This design comes from an exercise in tuning for small area and a short achievable clock period on the open sky130 flow, not from production work.
Function was checked by simulation only, so behaviour that the tests miss may differ from the original.
No run shown here takes its clock network from TritonCTS; it comes from the design's own scripts or RTL.
The clock input has no modelled driver; a real chip could not lean on it and would need a root buffer or a full tree.
Power figures rest on the tool's default switching activity, not on a simulated workload.

<file path="design/flow/config.mk">
export PLATFORM = sky130hd
export DESIGN_NAME = trace_monitor_top
export DESIGN_NICKNAME = trace_monitor_top
export VERILOG_FILES = /design/flow/design.v
export SDC_FILE = /design/flow/constraint.sdc
export NUM_CORES = 4
export LEC_CHECK = 0
export ABC_CLOCK_PERIOD_IN_PS = 1800
export CAP_MARGIN = 20
export CORE_MARGIN = 2
export CORE_UTILIZATION = 55
export SETUP_SLACK_MARGIN = 1.65
export SLEW_MARGIN = 20
</file>
<file path="design/flow/constraint.sdc">
create_clock -name core_clock -period 3.5 [get_ports {clk}]
set_input_delay 0.7000 -clock core_clock [delete_from_list [all_inputs] [get_ports {clk}]]
set_output_delay 0.7000 -clock core_clock [all_outputs]
set_load 0.01 [all_outputs]
</file>
<file path="design/flow/design.v">
`timescale 1ns/1ps
`default_nettype none
package trace_monitor_pkg;
    typedef enum logic [3:0] {
        RANGE_LOWER_EN   = 4'd0,
        RANGE_UPPER_EN   = 4'd1,
        RANGE_LOWER      = 4'd2,
        RANGE_UPPER      = 4'd3,
        TRIGGER_START_EN = 4'd4,
        TRIGGER_END_EN   = 4'd5,
        TRIGGER_START    = 4'd6,
        TRIGGER_END      = 4'd7,
        WFI_STOP         = 4'd8,
        HALT_ON_FULL_EN  = 4'd9,
        FORCED_HALT      = 4'd10
    } ctrl_addr_e;
    typedef struct packed {
        logic [32-1:0]        pc;
        logic [32-1:0] instr;
        logic [32-1:0] delta;
        logic                          last;
    } trace_record_t;
    typedef struct packed {
        logic                   range_lower_en;
        logic                   range_upper_en;
        logic [32-1:0] range_lower;
        logic [32-1:0] range_upper;
        logic                   trigger_start_en;
        logic                   trigger_end_en;
        logic [32-1:0] trigger_start;
        logic [32-1:0] trigger_end;
        logic                   halt_on_full_en;
        logic                   forced_halt;
        logic                   wfi_stop_clear;
    } trace_config_t;
endpackage
`default_nettype wire
`timescale 1ns/1ps
`default_nettype none
module trace_monitor_top (
    input  wire logic                          clk,
    input  wire logic                          rst_n,
    input  wire logic [32-1:0]        pc,
    input  wire logic [32-1:0] instr,
    input  wire logic                          en,
    input  wire logic [3:0]                    ctrl_addr,
    input  wire logic [32-1:0]        ctrl_wdata,
    input  wire logic                          ctrl_write_enable,
    output logic                               tvalid,
    input  wire logic                          tready,
    output logic [(32 + 32 + 32)-1:0]       tdata,
    output logic                               tlast,
    output logic                               halt_cpu
);
    localparam int DEPTH = 8;
    localparam int RW    = (32 + 32 + 32) + 1;
    logic w_lo_en, w_hi_en, w_lo, w_hi, w_ts_en, w_te_en, w_ts, w_te;
    logic w_clr, w_hen, w_frc;
    always_comb begin
        w_lo_en = 1'b0; w_hi_en = 1'b0; w_lo = 1'b0; w_hi = 1'b0;
        w_ts_en = 1'b0; w_te_en = 1'b0; w_ts = 1'b0; w_te = 1'b0;
        w_clr = 1'b0; w_hen = 1'b0; w_frc = 1'b0;
        if (ctrl_write_enable) begin
            case (ctrl_addr)
                4'd0:  w_lo_en = 1'b1;
                4'd1:  w_hi_en = 1'b1;
                4'd2:  w_lo    = 1'b1;
                4'd3:  w_hi    = 1'b1;
                4'd4:  w_ts_en = 1'b1;
                4'd5:  w_te_en = 1'b1;
                4'd6:  w_ts    = 1'b1;
                4'd7:  w_te    = 1'b1;
                4'd8:  w_clr   = 1'b1;
                4'd9:  w_hen   = 1'b1;
                4'd10: w_frc   = 1'b1;
                default: ;
            endcase
        end
    end
    logic        lo_en, hi_en, ts_en, te_en, halt_en, forced, clr;
    logic        lo_wr, hi_wr, ts_wr, te_wr;
    logic [31:0] lo, hi, ts, te;
    logic        lo_en_n, hi_en_n, ts_en_n, te_en_n, halt_en_n, forced_n;
    logic        lo_wr_n, hi_wr_n;
    assign lo_en_n   = w_lo_en ? ctrl_wdata[0] : lo_en;
    assign hi_en_n   = w_hi_en ? ctrl_wdata[0] : hi_en;
    assign ts_en_n   = w_ts_en ? ctrl_wdata[0] : ts_en;
    assign te_en_n   = w_te_en ? ctrl_wdata[0] : te_en;
    assign halt_en_n = w_hen   ? ctrl_wdata[0] : halt_en;
    assign forced_n  = w_frc   ? ctrl_wdata[0] : forced;
    assign lo_wr_n   = lo_wr | w_lo;
    assign hi_wr_n   = hi_wr | w_hi;
    always_ff @(posedge clk or negedge rst_n) begin
        if (!rst_n) begin
            lo_en   <= 1'b0;
            hi_en   <= 1'b0;
            ts_en   <= 1'b0;
            te_en   <= 1'b0;
            halt_en <= 1'b1;
            forced  <= 1'b0;
            clr     <= 1'b0;
            lo_wr   <= 1'b0;
            hi_wr   <= 1'b0;
            ts_wr   <= 1'b0;
            te_wr   <= 1'b0;
        end else begin
            lo_en   <= lo_en_n;
            hi_en   <= hi_en_n;
            ts_en   <= ts_en_n;
            te_en   <= te_en_n;
            halt_en <= halt_en_n;
            forced  <= forced_n;
            clr     <= w_clr;
            lo_wr   <= lo_wr_n;
            hi_wr   <= hi_wr_n;
            ts_wr   <= ts_wr | w_ts;
            te_wr   <= te_wr | w_te;
        end
    end
    always_ff @(posedge clk) begin
        if (w_lo) lo <= ctrl_wdata;
        if (w_hi) hi <= ctrl_wdata;
        if (w_ts) ts <= ctrl_wdata;
        if (w_te) te <= ctrl_wdata;
    end
    logic [31:0] s0_pc, s0_instr, s1_pc, s1_instr;
    logic        s0_wfi, s1_wfi, s0_nz;
    always_ff @(posedge clk or negedge rst_n) begin
        if (!rst_n) begin
            s0_wfi <= 1'b0;
            s1_wfi <= 1'b0;
            s0_nz  <= 1'b0;
        end else begin
            s0_wfi <= (instr == 32'h10500073);
            s1_wfi <= s0_wfi;
            s0_nz  <= (pc != 32'h0);
        end
    end
    always_ff @(posedge clk) begin
        s0_pc    <= pc;
        s0_instr <= instr;
        s1_pc    <= s0_pc;
        s1_instr <= s0_instr;
    end
    logic [1:0] s0_ms, s0_me, eq_wd, eq_ts, eq_te;
    logic       ms, me, sr, er, sr_n, er_n;
    assign eq_wd = {pc[31:16] == ctrl_wdata[31:16], pc[15:0] == ctrl_wdata[15:0]};
    assign eq_ts = ts_wr ? {pc[31:16] == ts[31:16], pc[15:0] == ts[15:0]}
                         : {pc[31:16] == 16'h0, pc[15:0] == 16'h0};
    assign eq_te = te_wr ? {pc[31:16] == te[31:16], pc[15:0] == te[15:0]}
                         : {pc[31:16] == 16'hFFFF, pc[15:0] == 16'hFFFF};
    assign ms   = ts_en && (&s0_ms);
    assign me   = te_en && (&s0_me);
    assign sr_n = me ? 1'b0 : (ms ? 1'b1 : sr);
    assign er_n = me ? 1'b1 : (ms ? 1'b0 : er);
    logic [4:0] wfi_cnt, wfi_cnt_n;
    logic       wf_q, lo_on_q, hi_on_q, win_q, cand_q, ne_h_q, ne_l_q;
    logic       wf_n, win_n, sel;
    always_comb begin
        if (!s1_wfi || clr)
            wfi_cnt_n = '0;
        else if (en && (wfi_cnt < 5'd16))
            wfi_cnt_n = wfi_cnt + 5'd1;
        else
            wfi_cnt_n = wfi_cnt;
    end
    assign wf_n  = s0_wfi && (wfi_cnt_n == 5'd15);
    assign win_n = (sr_n || !ts_en_n) && (!er_n || !te_en_n);
    always_ff @(posedge clk or negedge rst_n) begin
        if (!rst_n) begin
            wfi_cnt <= '0;
            sr      <= 1'b0;
            er      <= 1'b0;
            s0_ms   <= 2'b11;
            s0_me   <= 2'b00;
            win_q   <= 1'b0;
            cand_q  <= 1'b0;
            wf_q    <= 1'b0;
            lo_on_q <= 1'b0;
            hi_on_q <= 1'b0;
        end else begin
            wfi_cnt <= wfi_cnt_n;
            sr      <= sr_n;
            er      <= er_n;
            s0_ms   <= w_ts ? eq_wd : eq_ts;
            s0_me   <= w_te ? eq_wd : eq_te;
            win_q   <= win_n;
            cand_q  <= s0_nz && !s0_wfi;
            wf_q    <= wf_n;
            lo_on_q <= lo_en_n && lo_wr_n;
            hi_on_q <= hi_en_n && hi_wr_n;
        end
    end
    logic lo_gt_h, lo_eq_h, lo_ge_l;
    logic hi_lt_h, hi_eq_h, hi_le_l;
    logic wd_gt_h, wd_lt_h, wd_eq_h, wd_ge_l, wd_le_l;
    logic w_lo_q, w_hi_q;
    logic ge_lo, le_hi, in_range, pre_q;
    logic c_lo_h_gt, c_lo_h_eq, c_lo_l_lt, c_hi_h_lt, c_hi_h_eq, c_hi_l_gt;
    logic c_wd_h_gt, c_wd_h_lt, c_wd_h_eq, c_wd_l_gt, c_wd_l_lt;
    logic [5:0][15:0] cmp_a, cmp_b;
    logic [5:0][3:0]  cmp_g, cmp_l;
    logic [5:0]       cmp_gt, cmp_lt, cmp_eq;
    assign cmp_a = {s0_pc[15:0], s0_pc[31:16], s0_pc[15:0], s0_pc[31:16],
                    s0_pc[15:0], s0_pc[31:16]};
    assign cmp_b = {ctrl_wdata[15:0], ctrl_wdata[31:16], hi[15:0], hi[31:16],
                    lo[15:0], lo[31:16]};
    for (genvar c = 0; c < 6; c++) begin : g_cmp
        for (genvar k = 0; k < 4; k++) begin : g_nib
            assign cmp_g[c][k] = (cmp_a[c][4*k+3:4*k] > cmp_b[c][4*k+3:4*k]);
            assign cmp_l[c][k] = (cmp_a[c][4*k+3:4*k] < cmp_b[c][4*k+3:4*k]);
        end
        assign cmp_gt[c] = cmp_g[c][3] || (!cmp_l[c][3] && (cmp_g[c][2] || (!cmp_l[c][2] &&
                           (cmp_g[c][1] || (!cmp_l[c][1] && cmp_g[c][0])))));
        assign cmp_lt[c] = cmp_l[c][3] || (!cmp_g[c][3] && (cmp_l[c][2] || (!cmp_g[c][2] &&
                           (cmp_l[c][1] || (!cmp_g[c][1] && cmp_l[c][0])))));
        assign cmp_eq[c] = (cmp_a[c] == cmp_b[c]);
    end
    assign c_lo_h_gt = cmp_gt[0];
    assign c_lo_h_eq = cmp_eq[0];
    assign c_lo_l_lt = cmp_lt[1];
    assign c_hi_h_lt = cmp_lt[2];
    assign c_hi_h_eq = cmp_eq[2];
    assign c_hi_l_gt = cmp_gt[3];
    assign c_wd_h_gt = cmp_gt[4];
    assign c_wd_h_lt = cmp_lt[4];
    assign c_wd_h_eq = cmp_eq[4];
    assign c_wd_l_gt = cmp_gt[5];
    assign c_wd_l_lt = cmp_lt[5];
    always_ff @(posedge clk) begin
        lo_gt_h <= c_lo_h_gt;
        lo_eq_h <= c_lo_h_eq;
        lo_ge_l <= !c_lo_l_lt;
        hi_lt_h <= c_hi_h_lt;
        hi_eq_h <= c_hi_h_eq;
        hi_le_l <= !c_hi_l_gt;
        wd_gt_h <= c_wd_h_gt;
        wd_lt_h <= c_wd_h_lt;
        wd_eq_h <= c_wd_h_eq;
        wd_ge_l <= !c_wd_l_lt;
        wd_le_l <= !c_wd_l_gt;
        ne_h_q  <= (s0_pc[31:16] != pc[31:16]);
        ne_l_q  <= (s0_pc[15:0]  != pc[15:0]);
        w_lo_q  <= w_lo;
        w_hi_q  <= w_hi;
    end
    assign ge_lo    = w_lo_q ? (wd_gt_h || (wd_eq_h && wd_ge_l))
                             : (lo_gt_h || (lo_eq_h && lo_ge_l));
    assign le_hi    = w_hi_q ? (wd_lt_h || (wd_eq_h && wd_le_l))
                             : (hi_lt_h || (hi_eq_h && hi_le_l));
    assign in_range = (!lo_on_q || ge_lo) && (!hi_on_q || le_hi);
    assign sel      = (((ne_h_q || ne_l_q) && cand_q) || wf_q) && win_q;
    assign pre_q    = sel && in_range;
    logic          full_q, cap_v, cap_v_n, load, push, cap_hold;
    logic [31:0]   delta;
    logic          lo1_q, sat_q;
    logic [RW-1:0] cap;
    assign load    = en && pre_q && !cap_hold;
    assign push    = cap_v && !full_q;
    assign cap_v_n = load || (cap_v && full_q);
    always_ff @(posedge clk or negedge rst_n) begin
        if (!rst_n) begin
            delta    <= '0;
            lo1_q    <= 1'b0;
            sat_q    <= 1'b0;
            cap_v    <= 1'b0;
            cap_hold <= 1'b0;
        end else begin
            if (load)
                delta[15:0] <= 16'd1;
            else if (!sat_q)
                delta[15:0] <= delta[15:0] + 16'd1;
            if (load)
                delta[31:16] <= 16'd0;
            else if (!sat_q && lo1_q)
                delta[31:16] <= delta[31:16] + 16'd1;
            lo1_q    <= !load && (sat_q || (delta[15:0] == 16'hFFFE));
            sat_q    <= !load && (sat_q || (delta == 32'hFFFF_FFFE));
            cap_v    <= cap_v_n;
            cap_hold <= cap_v_n && full_n;
        end
    end
    always_ff @(posedge clk) begin
        if (!cap_hold)
            cap <= {s1_instr, s1_pc, delta, wf_q};
    end
    logic [DEPTH-1:0][RW-1:0] mem;
    logic [DEPTH-1:0]         wr_oh, rd_oh, wr_oh_n, rd_oh_n, we_q, rd_sel;
    logic [3:0]               count, count_n;
    logic                     ne_q, pop, take_rdy, full_n, ne_n, tv_n, c7_q, c1_q;
    assign take_rdy = tv_n || tready;
    assign pop      = ne_q && take_rdy;
    always_comb begin
        count_n = count;
        if (push && !pop)
            count_n = count + 4'd1;
        else if (!push && pop)
            count_n = count - 4'd1;
    end
    assign full_n  = !pop && (full_q || (c7_q && push));
    assign ne_n    = push || (ne_q && !(c1_q && pop));
    assign wr_oh_n = push ? {wr_oh[DEPTH-2:0], wr_oh[DEPTH-1]} : wr_oh;
    assign rd_oh_n = pop  ? {rd_oh[DEPTH-2:0], rd_oh[DEPTH-1]} : rd_oh;
    always_ff @(posedge clk or negedge rst_n) begin
        if (!rst_n) begin
            wr_oh    <= DEPTH'(1);
            rd_oh    <= DEPTH'(1);
            count    <= '0;
            full_q   <= 1'b0;
            ne_q     <= 1'b0;
            c7_q     <= 1'b0;
            c1_q     <= 1'b0;
            halt_cpu <= 1'b0;
            tvalid   <= 1'b0;
            tv_n     <= 1'b1;
        end else begin
            wr_oh    <= wr_oh_n;
            rd_oh    <= rd_oh_n;
            count    <= count_n;
            full_q   <= full_n;
            ne_q     <= ne_n;
            c7_q     <= (count_n == 4'(DEPTH - 1));
            c1_q     <= (count_n == 4'd1);
            halt_cpu <= (halt_en_n && full_n) || forced_n;
            if (take_rdy) begin
                tvalid <= ne_q;
                tv_n   <= !ne_q;
            end
        end
    end
    always_ff @(posedge clk) begin
        we_q   <= (cap_v_n && !full_n) ? wr_oh_n : '0;
        rd_sel <= rd_oh_n;
    end
    always_ff @(posedge clk) begin
        for (int i = 0; i < DEPTH; i++) begin
            if (we_q[i])
                mem[i] <= cap;
        end
    end
    logic [RW-1:0] out_q;
    logic [RW-1:0] head;
    always_comb begin
        head = '0;
        for (int i = 0; i < DEPTH; i++)
            head = head | ({RW{rd_sel[i]}} & mem[i]);
    end
    always_ff @(posedge clk) begin
        if (take_rdy)
            out_q <= head;
    end
    assign tdata = out_q[RW-1:1];
    assign tlast = out_q[0];
endmodule
`default_nettype wire
</file>
<file path="design/flow/flow/run.sh">
#!/bin/bash
# Standard ORFS layout (the standard.sh, standard synthesis unchanged),
# with two changes:
#  - the port buffers are plain buf cells instead of the delay-cell buffer
#    that buffer_ports picks by default;
#  - the clock tree is built by flow/mcts_hook.tcl (run as the CTS step's
#    PRE_CTS_TCL hook): four root buffers on the clock port, each driving
#    leaf buffers of at most 24 flip-flops; the rest of the CTS step (timing
#    repair, legalisation) runs as usual.
# ORFS writes each tool's log under orfs/logs/; make's output goes to
# flow_make.log here.
set -euo pipefail
here=$(pwd)
export BUFFER_PORTS_ARGS="-buffer_cell sky130_fd_sc_hd__buf_2"
export MCTS_TCL="$here/flow/mcts.tcl"
export PRE_CTS_TCL="$here/flow/mcts_hook.tcl"
bash standard.sh finish > flow_make.log 2>&1
</file>
<file path="design/flow/flow/mcts.tcl">
# Two-level clock tree: K leaf buffers at the centres of a k-means clustering
# of the clock sinks, and NROOT root buffers on the clock net, each at the
# centre of its group of leaf buffers (k-means on the leaf centres).
proc build_tree {K leafmaster rootmaster} {
  set db [ord::get_db]
  set block [ord::get_db_block]
  set clknet [$block findNet clk]
  set pts {}
  set its {}
  foreach it [$clknet getITerms] {
    set inst [$it getInst]
    set bb [$inst getBBox]
    lappend pts [list [expr {([$bb xMin]+[$bb xMax])/2.0}] [expr {([$bb yMin]+[$bb yMax])/2.0}]]
    lappend its $it
  }
  set n [llength $pts]
  # init centres: spread over sorted order
  set cs {}
  set sorted [lsort -real -index 0 $pts]
  for {set k 0} {$k < $K} {incr k} { lappend cs [lindex $sorted [expr {int(($k+0.5)*$n/$K)}]] }
  for {set iter 0} {$iter < 15} {incr iter} {
    set sx {}; set sy {}; set sc {}
    for {set k 0} {$k < $K} {incr k} { lappend sx 0.0; lappend sy 0.0; lappend sc 0 }
    set asg {}
    foreach p $pts {
      set px [lindex $p 0]; set py [lindex $p 1]
      set best 0; set bd 1e30
      for {set k 0} {$k < $K} {incr k} {
        set c [lindex $cs $k]
        set d [expr {abs($px-[lindex $c 0]) + abs($py-[lindex $c 1])}]
        if {$d < $bd} { set bd $d; set best $k }
      }
      lappend asg $best
      lset sx $best [expr {[lindex $sx $best]+$px}]
      lset sy $best [expr {[lindex $sy $best]+$py}]
      lset sc $best [expr {[lindex $sc $best]+1}]
    }
    set ncs {}
    for {set k 0} {$k < $K} {incr k} {
      set c [lindex $sc $k]
      if {$c > 0} { lappend ncs [list [expr {[lindex $sx $k]/$c}] [expr {[lindex $sy $k]/$c}]] } else { lappend ncs [lindex $cs $k] }
    }
    set cs $ncs
  }
  # cap each cluster at CAP sinks: move a full cluster's farthest sinks to
  # the nearest cluster that has room
  set CAP $::LEAF_CAP
  for {set k 0} {$k < $K} {incr k} { set members($k) {} }
  set i 0
  foreach a $asg { lappend members($a) $i; incr i }
  for {set k 0} {$k < $K} {incr k} {
    if {[llength $members($k)] <= $CAP} continue
    set c [lindex $cs $k]
    set byd {}
    foreach m $members($k) {
      set p [lindex $pts $m]
      lappend byd [list $m [expr {abs([lindex $p 0]-[lindex $c 0]) + abs([lindex $p 1]-[lindex $c 1])}]]
    }
    set byd [lsort -real -decreasing -index 1 $byd]
    while {[llength $members($k)] > $CAP} {
      set m [lindex [lindex $byd 0] 0]
      set byd [lrange $byd 1 end]
      set p [lindex $pts $m]
      set best -1; set bd 1e30
      for {set j 0} {$j < $K} {incr j} {
        if {$j == $k || [llength $members($j)] >= $CAP} continue
        set q [lindex $cs $j]
        set d [expr {abs([lindex $p 0]-[lindex $q 0]) + abs([lindex $p 1]-[lindex $q 1])}]
        if {$d < $bd} { set bd $d; set best $j }
      }
      if {$best < 0} break
      set idx [lsearch -exact $members($k) $m]
      set members($k) [lreplace $members($k) $idx $idx]
      lappend members($best) $m
      lset asg $m $best
    }
  }
  # leaf buffers at the centre of their final clusters
  for {set k 0} {$k < $K} {incr k} {
    if {[llength $members($k)] == 0} continue
    set x 0.0; set y 0.0
    foreach m $members($k) { set p [lindex $pts $m]; set x [expr {$x+[lindex $p 0]}]; set y [expr {$y+[lindex $p 1]}] }
    set n_k [llength $members($k)]
    lset cs $k [list [expr {$x/$n_k}] [expr {$y/$n_k}]]
  }
  set lm [$db findMaster $leafmaster]
  set rm [$db findMaster $rootmaster]
  # R roots, each at the centre of its group of leaves (k-means on the leaf centres)
  set R $::NROOT
  set rc {}
  set lsorted [lsort -real -index 1 $cs]
  for {set r 0} {$r < $R} {incr r} { lappend rc [lindex $lsorted [expr {int(($r+0.5)*$K/$R)}]] }
  for {set iter 0} {$iter < 20} {incr iter} {
    set rasg {}
    set sx {}; set sy {}; set sc {}
    for {set r 0} {$r < $R} {incr r} { lappend sx 0.0; lappend sy 0.0; lappend sc 0 }
    foreach c $cs {
      set best 0; set bd 1e30
      for {set r 0} {$r < $R} {incr r} {
        set q [lindex $rc $r]
        set d [expr {abs([lindex $c 0]-[lindex $q 0]) + abs([lindex $c 1]-[lindex $q 1])}]
        if {$d < $bd} { set bd $d; set best $r }
      }
      lappend rasg $best
      lset sx $best [expr {[lindex $sx $best]+[lindex $c 0]}]
      lset sy $best [expr {[lindex $sy $best]+[lindex $c 1]}]
      lset sc $best [expr {[lindex $sc $best]+1}]
    }
    set nrc {}
    for {set r 0} {$r < $R} {incr r} {
      set c [lindex $sc $r]
      if {$c > 0} { lappend nrc [list [expr {[lindex $sx $r]/$c}] [expr {[lindex $sy $r]/$c}]] } else { lappend nrc [lindex $rc $r] }
    }
    set rc $nrc
  }
  # balance the roots: at most ceil(K/R) leaves each, moving a full root's
  # farthest leaves to the nearest root with room
  set RCAP [expr {int(ceil(double($K) / $R))}]
  for {set r 0} {$r < $R} {incr r} { set rmem($r) {} }
  set k 0
  foreach a $rasg { lappend rmem($a) $k; incr k }
  for {set r 0} {$r < $R} {incr r} {
    if {[llength $rmem($r)] <= $RCAP} continue
    set q [lindex $rc $r]
    set byd {}
    foreach m $rmem($r) {
      set c [lindex $cs $m]
      lappend byd [list $m [expr {abs([lindex $c 0]-[lindex $q 0]) + abs([lindex $c 1]-[lindex $q 1])}]]
    }
    set byd [lsort -real -decreasing -index 1 $byd]
    while {[llength $rmem($r)] > $RCAP} {
      set m [lindex [lindex $byd 0] 0]
      set byd [lrange $byd 1 end]
      set c [lindex $cs $m]
      set best -1; set bd 1e30
      for {set j 0} {$j < $R} {incr j} {
        if {$j == $r || [llength $rmem($j)] >= $RCAP} continue
        set q2 [lindex $rc $j]
        set d [expr {abs([lindex $c 0]-[lindex $q2 0]) + abs([lindex $c 1]-[lindex $q2 1])}]
        if {$d < $bd} { set bd $d; set best $j }
      }
      if {$best < 0} break
      set idx [lsearch -exact $rmem($r) $m]
      set rmem($r) [lreplace $rmem($r) $idx $idx]
      lappend rmem($best) $m
      lset rasg $m $best
    }
  }
  # each root at the centre of its leaves
  for {set r 0} {$r < $R} {incr r} {
    if {[llength $rmem($r)] == 0} continue
    set x 0.0; set y 0.0
    foreach m $rmem($r) { set c [lindex $cs $m]; set x [expr {$x+[lindex $c 0]}]; set y [expr {$y+[lindex $c 1]}] }
    set n_r [llength $rmem($r)]
    lset rc $r [list [expr {$x/$n_r}] [expr {$y/$n_r}]]
  }
  for {set r 0} {$r < $R} {incr r} {
    set q [lindex $rc $r]
    set root [odb::dbInst_create $block $rm mclk_root_$r]
    $root setLocation [expr {int([lindex $q 0])}] [expr {int([lindex $q 1])}]; $root setPlacementStatus PLACED
    set rnet($r) [odb::dbNet_create $block mclk_root_net_$r]
    $rnet($r) setSigType CLOCK
    [$root findITerm A] connect $clknet
    [$root findITerm X] connect $rnet($r)
  }
  for {set k 0} {$k < $K} {incr k} {
    set c [lindex $cs $k]
    set b [odb::dbInst_create $block $lm mclk_leaf_$k]
    $b setLocation [expr {int([lindex $c 0])}] [expr {int([lindex $c 1])}]; $b setPlacementStatus PLACED
    set ln [odb::dbNet_create $block mclk_leaf_net_$k]
    $ln setSigType CLOCK
    [$b findITerm A] connect $rnet([lindex $rasg $k])
    [$b findITerm X] connect $ln
    set lnets($k) $ln
  }
  set i 0
  foreach it $its {
    set k [lindex $asg $i]
    $it disconnect
    $it connect $lnets($k)
    incr i
  }
  puts "built tree: $n sinks, $K leaves"
}
</file>
<file path="design/flow/flow/mcts_hook.tcl">
# PRE_CTS_TCL hook: build the clock tree here instead of with TritonCTS.
# Four root buffers (the clock port feeds only these) each drive a group of
# leaf buffers; each leaf buffer drives at most 24 flip-flops placed near it
# (k-means on the flip-flops' positions). The tree is balanced by
# construction only (equal depth for every flip-flop), not skewed.
source $::env(MCTS_TCL)
set ::NROOT 4
set ::LEAF_CAP 24
set nsinks [llength [[[ord::get_db_block] findNet clk] getITerms]]
build_tree [expr {int(ceil($nsinks / 22.0))}] sky130_fd_sc_hd__clkbuf_16 sky130_fd_sc_hd__clkbuf_16
set_propagated_clock [all_clocks]
# the tree is in place: the step's own clock_tree_synthesis call does nothing
rename clock_tree_synthesis __tritoncts_unused
proc clock_tree_synthesis {args} { puts "clock tree built by mcts_hook.tcl" }
</file>
<file path="design/flow/standard.sh">
#!/bin/bash
# synth_recipe.tcl (not shown) runs the flow's synth.tcl, then flattens the netlist and writes it again
# the make line also repeats each setting of config.mk as NAME=value (left out here)
make -C /OpenROAD-flow-scripts/flow DESIGN_CONFIG=/design/flow/config.mk WORK_HOME=/design/flow/orfs CLKGATE_MAP_FILE= SYNTH_SCRIPT=/design/flow/synth_recipe.tcl "${@:-finish}"
</file>
==> results of run 1 <==
-- power by group --
group | internal, mW | switching (mW)
sequential | 17.9 | 0.404
clock | 3.34 | 4.64
combinational | 0.533 | 0.835
total | 21.8 | 5.88
-- stage by stage --
step                      power, mW  instances
after floorplan                19.3       2815
after global placement         19.9       4092
after detailed placement       20.0       4093
after CTS                      27.8       4166
after global routing           28.6       4174
final                          27.7       4175
-- final timing paths --
check                                   from            to  slack [ns]  depth (start not counted)
worst max register to register          tv_n     out_q[39]        1.68                          4
worst max-delay path               out_q[51]     tdata[50]        1.59                          1
worst min-delay path                   rst_n        cand_q        0.25                          1
min in group core_clock            instr[11]  s0_instr[11]        0.32                          1
max in group asynchronous              rst_n     delta[14]        2.48                          2
worst min register to register  s0_instr[18]  s1_instr[18]        0.33                          0
-- cells by family (layout without fill, tap and decap cells) --
logic type,Yosys count,in the layout
compound gates,530,530
buf+inv,225,429
fa+ha+maj,101,101
simple gates,443,443
other cells,0,1
mux,24,24
xor+xnor,142,142
flops,1350,1350
-- cell usage in the layout, fill, tap and decap left out, types with 5 or more instances in the layout --
| cell | n |
|---|---|
| a211oi_1 | 5 |
| a21o_1 | 7 |
| a21oi_1 | 26 |
| a22oi_1 | 392 |
| a32oi_1 | 5 |
| and2_1 | 7 |
| buf_12 | 19 |
| buf_2 | 199 |
| buf_4 | 42 |
| buf_6 | 5 |
| clkbuf_16 | 66 |
| dfrtp_1 | 86 |
| dfstp_2 | 6 |
| dfxtp_1 | 135 |
| dfxtp_2 | 7 |
| dfxtp_4 | 17 |
| edfxtp_1 | 1098 |
| ha_1 | 97 |
| inv_1 | 90 |
| mux2_2 | 22 |
| nand2_1 | 56 |
| nand2b_1 | 13 |
| nand3_1 | 20 |
| nand4_1 | 143 |
| nor2_1 | 66 |
| nor2b_1 | 33 |
| nor3_1 | 13 |
| nor4_1 | 31 |
| nor4bb_1 | 12 |
| o21a_1 | 19 |
| o21ai_0 | 34 |
| o21ai_1 | 6 |
| o22ai_1 | 6 |
| or3_1 | 6 |
| xnor2_1 | 44 |
| xor2_1 | 98 |
-- routing by layer --
metal  vias to the layer above  part of all wire, %
li1                      11341                    -
met5                         -                    0
met4                         0                  2.7
met1                     13265                   42
met3                       157                  5.1
met2                       733                   50
-- flip-flops by register name, indices dropped and copies added, names as in the netlist, 2 cells and up --
register / flops
we_q: 8
s1_pc: 32
rd_oh: 8
wr_oh: 8
s0_ms: 2
count: 4
te: 32
rd_sel: 8
s0_instr: 32
s0_pc: 32
cap: 97
hi: 32
wfi_cnt: 5
lo: 32
out_q: 97
s1_instr: 32
delta: 32
s0_me: 2
mem: 776
ts: 32
-- layout make-up --
cell class	count	area, um^2
inverters	95	375
fillers	6405	33900
flip-flops and latches	1350	38600
plain buffers	66	1650
well taps	1155	1450
multi-input cells	1240	9390
repair buffers	268	1790
diodes	1	2.50
-- repair_timing --
action                                  CTS  global route
hold buffers                              0             0
setup buffers                             7             8
pin swaps                                 2             5
endpoints found under the setup margin  143            25
resized for setup                        14            25
endpoints found under the hold margin     0             0
==> out/qor.txt, run 1 <==
outcome = finished clean
adder and majority gate portion of the synthesized area = 2.60%
global-route track usage on met3 = 2.39%
utilization after layout = 61.1%
compound-gate portion of the synthesized area = 7.89%
Max Cap Violations = 0
fraction of final layout cells sized beyond drive strength 1 = 14.4%
total I/O pin count = 204
GRT Residual Overflow = 0
min Tclk post-route = 1.91 ns
Max IR drop VDD = 0.412 mV
final cycle utilization of the critical path = 54.5%
Worst path max stage delay = 0.52 ns
overall routing resource usage = 24.6%
number of buffers and inverters on the critical path = 1
Setup violations, final = 0
sequential area share after synthesis = 79.3%
CTS clock-pin slew for the worst setup and hold paths = 0.11 ns
mux cell area share after synthesis = 0.552%
data required time at the worst endpoint = 2.80 ns
DR iter-0 viols = 2107
kind of path behind the tightest hold check = in -> async
number of enable flip-flop cells after synthesis = 1098
remaining number of nets flagged by the antenna check after routing = 0
Worst-Margin Slew = 0.912 ns
number of global-route vias before repair = 26027
instance area at placement = 51200 um^2
final non-filler cell area = 53200 um^2
routability congestion estimate from global placement = 0.873
areal power density over the cells = 520 nW/um^2
net count after synthesis = 3021
final worst slack = 1.59 ns
Top FF cell, synth = edfxtp_1
final setup TNS = 0 ns
net total in the final layout = 3227
port bufs = 203
wire length of the first global-routing pass = 167 mm
met2 Track Usage GR = 42.3%
number of warnings reported in the yosys synthesis log = 1
layout-stage area growth over the synthesis result = 9.65%
library cell with the highest instance count after synthesis = edfxtp_1
cells traversed along the worst timing path = buf_6
area share of the leading cell type in the synthesized netlist = 67.9%
Post-Synthesis Cell Area = 48500 um^2
unique cell type count in the Yosys netlist = 67
type of the worst setup path = reg -> out
leakage = 18.4 nW
area inside the core boundary = 87200 um^2
die area = 90600 um^2
largest area contributor in the netlist = edfxtp_1
Initial Util = 55.7%
Critical Path Fanout Max = 1
routed wire length = 113 mm
Achievable Freq = 525 MHz
Die X-Extent = 301 um
number of vias after detailed routing = 25496
DRC violations left = 0
clock latency at the later pin of the worst-skew pair = 0.50 ns
final hold slack = 0.253 ns
#FFs+latches synth = 1350
nature of the critical path startpoint = flop
share of flip-flops with an asynchronous set or reset after synthesis = 6.89%
critical path data arrival time = 1.21 ns
count of mapped cells out of synthesis = 2815
mean instance size in the synthesized netlist = 17.2 um^2
element type at the critical path end = output pin
DRT Pass-1 Iters = 5
xor and xnor fraction of the mapped netlist area = 2.56%
initial antenna violation count = 1
wire length per cell = 27.1 um
cells taking the most area after synthesis = edfxtp_1 68%, dfxtp_1 6.6%, a22oi_1 6.1%
worst slew margin relative to its limit = 39.2%
most used routing layer in global routing = met2
simple-gate share of the synthesized area = 5.25%
most frequent cells after synthesis = 1098 x edfxtp_1, 392 x a22oi_1, 159 x dfxtp_1, 143 x nand4_1, 101 x ha_1
Final Hold Fails = 0
half-perimeter wire length after placement = 63.4 mm
maximum number of pins on one net before global-route repair = 99
Die Height = 301 um
Slowest cell on crit path = edfxtp_1
vias per std cell = 6.11
final count of pins violating max slew = 0
worst slack, placed = 0.726 ns
unrepaired setup endpoints after global routing = true
met1 track utilization from global routing = 34.2%
num rows = 108
dominant combinational cell family by area after synthesis = compound AO/OA/AOI/OAI gates
maximum clock skew at final layout = 0.0473 ns
cell family with most CP delay = flip-flops
==> run 2: changes to the inputs <==
--- a/design/flow/config.mk
+++ b/design/flow/config.mk
@@ -8,6 +8,6 @@
 export ABC_CLOCK_PERIOD_IN_PS = 1800
 export CAP_MARGIN = 20
 export CORE_MARGIN = 2
-export CORE_UTILIZATION = 55
-export SETUP_SLACK_MARGIN = 1.65
+export CORE_UTILIZATION = 60
+export SETUP_SLACK_MARGIN = 1.6
 export SLEW_MARGIN = 20
==> run 2 against run 1 <==
Net effect: still clean on timing, DRC and antenna; via count up 0.72%; sequential power about the same; sequential share of layout area up 0.23 points; maximum frequency down 1.9%; highest routed layer unchanged.
==> out/qor.txt, run 2 <==
outcome = finished clean
leakage = 18.4 nW (about the same)
adder and majority gate portion of the synthesized area = 2.60% (unchanged)
simple-gate share of the synthesized area = 5.25% (unchanged)
areal power density over the cells = 523 nW/um^2 (+0.65%)
count of mapped cells out of synthesis = 2815 (unchanged)
Worst-Margin Slew = 1.05 ns (+0.141 ns)
data required time at the worst endpoint = 3.81 ns (+1.01 ns)
commonest non-fill, non-tap cells in the layout = 1098 x edfxtp_1, 392 x a22oi_1, 201 x buf_2
mean instance size in the synthesized netlist = 17.2 um^2 (unchanged)
DR iter-0 viols = 2360 (+12%)
Die X-Extent = 288 um (-4.2%)
num rows = 104 (-3.7%)
net count after synthesis = 3021 (unchanged)
most frequent cells after synthesis = 1098 x edfxtp_1, 392 x a22oi_1, 159 x dfxtp_1, 143 x nand4_1, 101 x ha_1
final hold slack = 0.264 ns (+0.0108 ns)
Achievable Freq = 514 MHz (-1.9%)
register ranked first by flip-flop count = mem
wire length per cell = 27.7 um (+2.1%)
element type at the critical path end = flop
worst slew margin relative to its limit = 29.8% (-9.4 points)
Max IR drop VDD = 0.447 mV (+8.4%)
largest area contributor in the netlist = edfxtp_1
routability congestion estimate from global placement = 0.901 (+3.2%)
Post-Synthesis Cell Area = 48500 um^2 (unchanged)
final non-filler cell area = 53000 um^2 (-0.33%)
largest registers = mem x776, cap x97, out_q x97
routed wire length = 113 mm (-0.32%)
number of vias after detailed routing = 25679 (+0.72%)
type of the worst setup path = in -> reg
layout-stage area growth over the synthesis result = 9.29%
die area = 83200 um^2 (-8.2%)
DRT Pass-1 Iters = 5 (unchanged)
initial antenna violation count = 3 (+2)
Initial Util = 60.4% (+4.8 points)
critical path data arrival time = 2.26 ns (+1.05 ns)
final cycle utilization of the critical path = 55.5% (+1.1 points)
Critical Path Fanout Max = 2 (+1)
half-perimeter wire length after placement = 64.2 mm (+1.3%)
instance area at placement = 51200 um^2 (-0.11%)
final setup TNS = 0 ns (unchanged)
fraction of final layout cells sized beyond drive strength 1 = 14.0% (-0.39 points)
GRT Residual Overflow = 0 (unchanged)
dominant combinational cell family by area after synthesis = compound AO/OA/AOI/OAI gates
maximum number of pins on one net before global-route repair = 98 (-1.0%)
leading cell type in the layout, fill and taps excluded = edfxtp_1
final count of pins violating max slew = 0 (unchanged)
wire length of the first global-routing pass = 164 mm (-1.4%)
number of enable flip-flop cells after synthesis = 1098 (unchanged)
net total in the final layout = 3226 (-0.031%)
cells taking the most area after synthesis = edfxtp_1 68%, dfxtp_1 6.6%, a22oi_1 6.1%
Max Cap Violations = 0 (unchanged)
cells traversed along the worst timing path = buf_2 > nor4_1 > buf_4 > nand4_1 > nor4_4
vias per std cell = 6.30 (+3.1%)
Slowest cell on crit path = nor4_4
Antenna Diode Count = 0 (-1)
sum of internal, switching and leakage power = 27.7 mW (+0.32%)
overall routing resource usage = 26.7% (+2.1 points)
area inside the core boundary = 80300 um^2 (-7.9%)
Top FF cell, synth = edfxtp_1
Die Height = 288 um (-4.2%)
Setup violations, final = 0 (unchanged)
total I/O pin count = 204 (unchanged)
unrepaired setup endpoints after global routing = true
sequential area share after synthesis = 79.3% (unchanged)
flip-flop count of the largest register after layout = 776 (unchanged)
nature of the critical path startpoint = input port
number of warnings reported in the yosys synthesis log = 1 (unchanged)
area share of the leading cell type in the synthesized netlist = 67.9% (unchanged)
unique cell type count in the Yosys netlist = 67 (unchanged)
maximum clock skew at final layout = 0.0986 ns (+0.0513 ns)
xor and xnor fraction of the mapped netlist area = 2.56% (unchanged)
number of global-route vias before repair = 25839 (-0.72%)
DRC violations left = 0 (unchanged)
mux cell area share after synthesis = 0.552% (unchanged)
#FFs+latches synth = 1350 (unchanged)
compound-gate portion of the synthesized area = 7.89% (unchanged)
CTS clock-pin slew for the worst setup and hold paths = 0.09 ns (-0.02 ns)
clock latency at the later pin of the worst-skew pair = 0.53 ns (+0.03 ns)
utilization after layout = 66.1% (+5.0 points)
port bufs = 203 (unchanged)
remaining number of nets flagged by the antenna check after routing = 0 (unchanged)
Worst path max stage delay = 0.56 ns (+0.04 ns)
min Tclk post-route = 1.94 ns (+0.0376 ns)
Final Hold Fails = 0 (unchanged)
kind of path behind the tightest hold check = in -> async
library cell with the highest instance count after synthesis = edfxtp_1
share of flip-flops with an asynchronous set or reset after synthesis = 6.89% (unchanged)
==> run 2: cell counts after synthesis <==
No cell type changed its count.
==> run 2: logic make-up after synthesis <==
| kind of cell | after synthesis |
|---|---|
| buf+inv | 225 |
| simple gates | 443 |
| flops | 1350 |
| mux | 24 |
| fa+ha+maj | 101 |
| compound gates | 530 |
| xor+xnor | 142 |
==> run 2: worst paths after layout <==
check / start / end / slack [ns] / cells past startpoint
min: rst_n / wr_oh[1] / 0.26 / 1
max reg2reg: rd_sel[4] / out_q[63] / 1.67 / 3
min in group core_clock: instr[0] / s0_instr[0] / 0.29 / 1
max in group asynchronous: rst_n / halt_en / 2.33 / 2
min reg2reg: s0_instr[3] / s1_instr[3] / 0.32 / 0
max: instr[16] / s0_wfi / 1.56 / 5
==> run 2: area by class of cell <==
class	instances	area, um^2
plain buffers	66	1650
fillers	5420	27200
inverters	95	370
multi-input cells	1240	9320
flip-flops and latches	1350	38600
well taps	1060	1330
repair buffers	266	1810
repair inverters	1	7.51
==> run 2: through the flow <==
step,cells,worst slack [ns]
after CTS,4068,1.42
after global routing,4078,1.54
after floorplan,2815,0.744
after global placement,3998,0.172
final,4078,1.56
after detailed placement,3998,0.590
==> run 2: layer usage <==
metal  vias to the layer above  share of wire [%]  GRT usage (%)
met5                         -                  0              0
met1                     13155                 40           37.2
met3                       173                7.4           3.25
met2                       990                 49           44.9
li1                      11361                  -              -
met4                         0                3.2           7.71
==> run 2: what timing repair did <==
item / in CTS / in global routing
setup endpoints to repair: 161 / 128
gates cloned: 0 / 1
pin swaps: 2 / 3
resized for setup: 7 / 15
setup buffers: 4 / 9
hold buffers: 0 / 0
==> run 2: worst max-delay path: cells and delay by family <==
| kind | cells | cell delay, ns |
|---|---|---|
| and+or+nand+nor | 3 | 1.24 |
| buffers and inverters | 2 | 0.30 |
==> run 2: power breakdown <==
part / switching [mW] / leakage, nW / internal, mW
Combinational: 0.841 / 4.80 / 0.536
Sequential: 0.438 / 12.8 / 17.9
Clock: 4.69 / 0.813 / 3.34
==> run 3: changes to the inputs <==
--- a/design/flow/design.v
+++ b/design/flow/design.v
@@ -339,15 +339,14 @@
         end
     end
     logic [RW-1:0] out_q;
-    logic [RW-1:0] head;
+    logic [RW-1:0] out_d;
     always_comb begin
-        head = '0;
+        out_d = {RW{!take_rdy}} & out_q;
         for (int i = 0; i < DEPTH; i++)
-            head = head | ({RW{rd_sel[i]}} & mem[i]);
+            out_d = out_d | ({RW{take_rdy && rd_sel[i]}} & mem[i]);
     end
     always_ff @(posedge clk) begin
-        if (take_rdy)
-            out_q <= head;
+        out_q <= out_d;
     end
     assign tdata = out_q[RW-1:1];
     assign tlast = out_q[0];
==> run 3 against run 2 <==
Net effect: still clean on timing, DRC and antenna; via count grew 4.2%; sequential cell count is the same; sequential power is essentially flat; first-iteration DRC count shrank 3.8%; power grew 1.8%; critical path depth shrank 1; cell count grew 3.7%; synthesized cell count grew 6.1%; wire length grew 2.9%; critical path type unchanged.
==> out/qor.txt, run 3 <==
outcome = finished clean
Worst path max stage delay = 0.59 ns (+0.03 ns)
Worst-Margin Slew = 0.805 ns (-0.247 ns)
Top FF cell, synth = edfxtp_1
share of flip-flops with an asynchronous set or reset after synthesis = 6.89% (unchanged)
overall routing resource usage = 27.5% (+0.78 points)
fraction of final layout cells sized beyond drive strength 1 = 15.1% (+1.1 points)
kind of path behind the tightest hold check = in -> async
design internal power = 21.9 mW (+0.38%)
final count of pins violating max slew = 0 (unchanged)
final non-filler cell area = 53300 um^2 (+0.40%)
Final Hold Fails = 0 (unchanged)
worst setup path startpoint = instr[7]
cells traversed along the worst timing path = buf_2 > nor2_1 > nand3_1 > nor4_4
footprint of the multi-input gates = 10600 um^2 (+13%)
most frequent cells after synthesis = 1001 x edfxtp_1, 256 x dfxtp_1, 174 x a22oi_1, 166 x nor2_1, 118 x a221oi_1
startpoint of the most critical register-to-register path = tv_n
port bufs = 203 (unchanged)
Switch Pwr = 6.38 mW (+6.9%)
largest registers = mem x776, cap x97, out_q x97
wire length per cell = 27.5 um (-0.76%)
CTS hold repair buffers = 0 (unchanged)
die area = 83400 um^2 (+0.23%)
data required time at the worst endpoint = 3.83 ns (+0.02 ns)
DRT Pass-1 Iters = 5 (unchanged)
number of global-route vias before repair = 27169 (+5.1%)
initial antenna violation count = 1 (-2)
Clk network pwr share = 28.6% (-0.3 points)
Die X-Extent = 289 um (+0.11%)
unrepaired setup endpoints after global routing = true
wire length of the first global-routing pass = 171 mm (+3.9%)
CTS clock-pin slew for the worst setup and hold paths = 0.10 ns (about the same)
routability congestion estimate from global placement = 0.930 (+3.2%)
number of warnings reported in the yosys synthesis log = 1 (unchanged)
Setup violations, final = 0 (unchanged)
Initial Util = 60.5% (about the same)
areal power density over the cells = 530 nW/um^2 (+1.4%)
worst slack, placed = 0.939 ns (+0.349 ns)
largest area contributor in the netlist = edfxtp_1
instance area at placement = 51400 um^2 (+0.49%)
element type at the critical path end = flop
Achievable Freq = 533 MHz (+3.6%)
register ranked first by flip-flop count = mem
area share of the leading cell type in the synthesized netlist = 61.8% (-6.1 points)
Post-Synthesis Cell Area = 48600 um^2 (+0.23%)
cells taking the most area after synthesis = edfxtp_1 62%, dfxtp_1 11%, dfrtp_1 4.5%
number of vias after detailed routing = 26753 (+4.2%)
Critical Path Fanout Max = 2 (unchanged)
flip-flop count of the largest register after layout = 776 (unchanged)
worst slew margin relative to its limit = 46.3% (+16 points)
min Tclk post-route = 1.88 ns (-0.0680 ns)
number of enable flip-flop cells after synthesis = 1001 (-8.8%)
critical path data arrival time = 2.20 ns (-0.06 ns)
routed wire length = 116 mm (+2.9%)
#FFs+latches synth = 1350 (unchanged)
half-perimeter wire length after placement = 68.4 mm (+6.6%)
type of the worst setup path = in -> reg
switching portion of total power = 22.6% (+1.1 points)
Sequential Area = 37600 um^2 (-2.5%)
sequential share of power = 65.1% (-1.0 points)
remaining number of nets flagged by the antenna check after routing = 0 (unchanged)
DRC violations left = 0 (unchanged)
number of buffers and inverters on the critical path = 1 (-1)
num rows = 104 (unchanged)
Slowest cell on crit path = nor4_4
maximum clock skew at final layout = 0.0580 ns (-0.0406 ns)
final worst slack = 1.62 ns (+0.0680 ns)
fill count = 5543 (+2.3%)
Die Height = 289 um (+0.11%)
count of mapped cells out of synthesis = 2986 (+6.1%)
vias per std cell = 6.33 (+0.51%)
sequential area share after synthesis = 77.1% (-2.2 points)
layout-stage area growth over the synthesis result = 9.47%
net total in the final layout = 3373 (+4.6%)
relative contribution of combinational cells to total power = 6.3% (+1.3 points)
final setup TNS = 0 ns (unchanged)
net count after synthesis = 3192 (+5.7%)
Max Cap Violations = 0 (unchanged)
total I/O pin count = 204 (unchanged)
GRT Residual Overflow = 0 (unchanged)
clock latency at the later pin of the worst-skew pair = 0.51 ns (-0.02 ns)
leakage = 18.7 nW (+1.4%)
cell family with most CP delay = simple AND/OR/NAND/NOR gates
commonest non-fill, non-tap cells in the layout = 1001 x edfxtp_1, 238 x dfxtp_1, 202 x buf_2
library cell with the highest instance count after synthesis = edfxtp_1
Max IR drop VDD = 0.499 mV (+12%)
unique cell type count in the Yosys netlist = 71 (+6.0%)
mean instance size in the synthesized netlist = 16.3 um^2 (-5.5%)
maximum number of pins on one net before global-route repair = 98 (unchanged)
final cycle utilization of the critical path = 53.6% (-1.9 points)
DR iter-0 viols = 2270 (-3.8%)
nature of the critical path startpoint = input port
area inside the core boundary = 80400 um^2 (+0.16%)
leading cell type in the layout, fill and taps excluded = edfxtp_1
[run 3: cell types whose count changed in the layout (fill, tap and decap cells not counted), sizes merged, moves of 12 or more]
cell and change:
a31oi +40, edfxtp -97, nand4 -99, a21oi +73, dfxtp +97, a22o +70
a221oi +124, nand3 +51, xor2 -31, a22oi -218, nor2 +101, o31ai +12
o21ai -28, xnor2 +33
[run 3: final timing paths]
path / cells past startpoint / to / slack, ns
hold reg to reg: 0 / s1_instr[8] / 0.33
hold / removal: 1 / s0_wfi / 0.28
min in group core_clock: 1 / s0_instr[3] / 0.30
setup reg to reg: 5 / out_q[96] / 1.63
max in group asynchronous: 2 / rd_oh[0] / 2.34
setup / recovery: 4 / s0_wfi / 1.62
[run 3: cells by family after synthesis]
group                      Yosys count  synth area share [%]
adders and majority gates          102                  2.62
DFF                               1350                  77.1
and+or+nand+nor                    492                  5.28
AOI/OAI and AO/OA                  630                  9.77
muxes                               23                 0.530
buffers and inverters              245                  2.09
xor gates and xnor gates           144                  2.59
[run 3: metrics by stage]
stage | util (%) | power, mW | instances | hold WS, ns
after detailed placement | 63.9 | 20.5 | 4150 | 0.312
after global placement | 63.9 | 20.4 | 4150 | 0.312
final | 66.2 | 28.2 | 4227 | 0.280
after floorplan | - | 19.6 | 2986 | 0.310
after global routing | 66.2 | 29.1 | 4225 | 0.275
after CTS | 66.1 | 28.4 | 4221 | 0.273
[run 3: layer usage]
metal / track usage [%] / routed length (um) / vias up
met1: 35.9 / 45900 / 13814
met5: 0 / 0 / -
met4: 7.28 / 3680 / 0
met3: 2.54 / 6390 / 197
met2: 49.5 / 60200 / 870
li1: - / - / 11872
[run 3: timing repair]
| item | 4_1_cts | 5_1_grt |
|---|---|---|
| gates cloned | 1 | 1 |
| setup endpoints to repair | 78 | 38 |
| resized for setup | 11 | 14 |
| pin swaps | 1 | 1 |
| hold endpoints to repair | 0 | 0 |
| buffers inserted | 4 | 3 |
[run 3: worst register-to-register path, cell delays in order, from the launching register on]
cell and delay (ns):
dfstp_2 0.61, or2_4 0.33, and2_4 0.27, buf_12 0.29, a221oi_2 0.13, a21oi_1 0.19
[run 3: area by class of cell]
class | count | area share (%)
sequential | 1350 | 70.6
multi-input combinational | 1393 | 19.8
timing repair buffer | 264 | 3.33
buffer | 66 | 3.10
tap | 1060 | 2.49
inverter | 92 | 0.656
antenna | 2 | 0.00940
[run 3: power by group through the flow]
| stage | Sequential [mW] | Clock, mW | Combinational (mW) |
|---|---|---|---|
| after floorplan | 18.6 | 0 | 0.976 |
| after global placement | 18.7 | 0 | 1.70 |
| after detailed placement | 18.8 | 0 | 1.75 |
| after CTS | 18.4 | 8.23 | 1.77 |
| after global routing | 18.5 | 8.71 | 1.98 |
| final | 18.4 | 8.07 | 1.79 |

port drivers added, routing unchanged:
In the flow no input, the clock included, has a driving cell. The finished layouts below were timed again as built, in two steps. Step 1 sets driving cells, clkbuf_16 on the clock port and buf_2 on the other inputs (assumed; they add their load-dependent delay and slew). Step 2, shift: input delay + t, output delay - t, t = (earliest + latest rising clock arrival at the registers) / 2. This alone moves slack from input paths to output paths. Three values: no drivers, after step 1, after step 2; two values: the first two.
| run | t (ns) | slack for setup (ns) | cell pins on the clock port's net |
|---|---|---|---|
| run 1 | 0.616 | 1.594 / 1.455 / 1.212 | 4 |
| run 2 | 0.626 | 1.556 / 1.468 / 1.057 | 4 |
| run 3 | 0.627 | 1.624 / 1.496 / 1.113 | 4 |
After both steps every run listed still meets setup and hold. For run 3, which loses most, drivers alone change the setup slack by -0.128 ns; drivers and shift together by -0.511 ns.
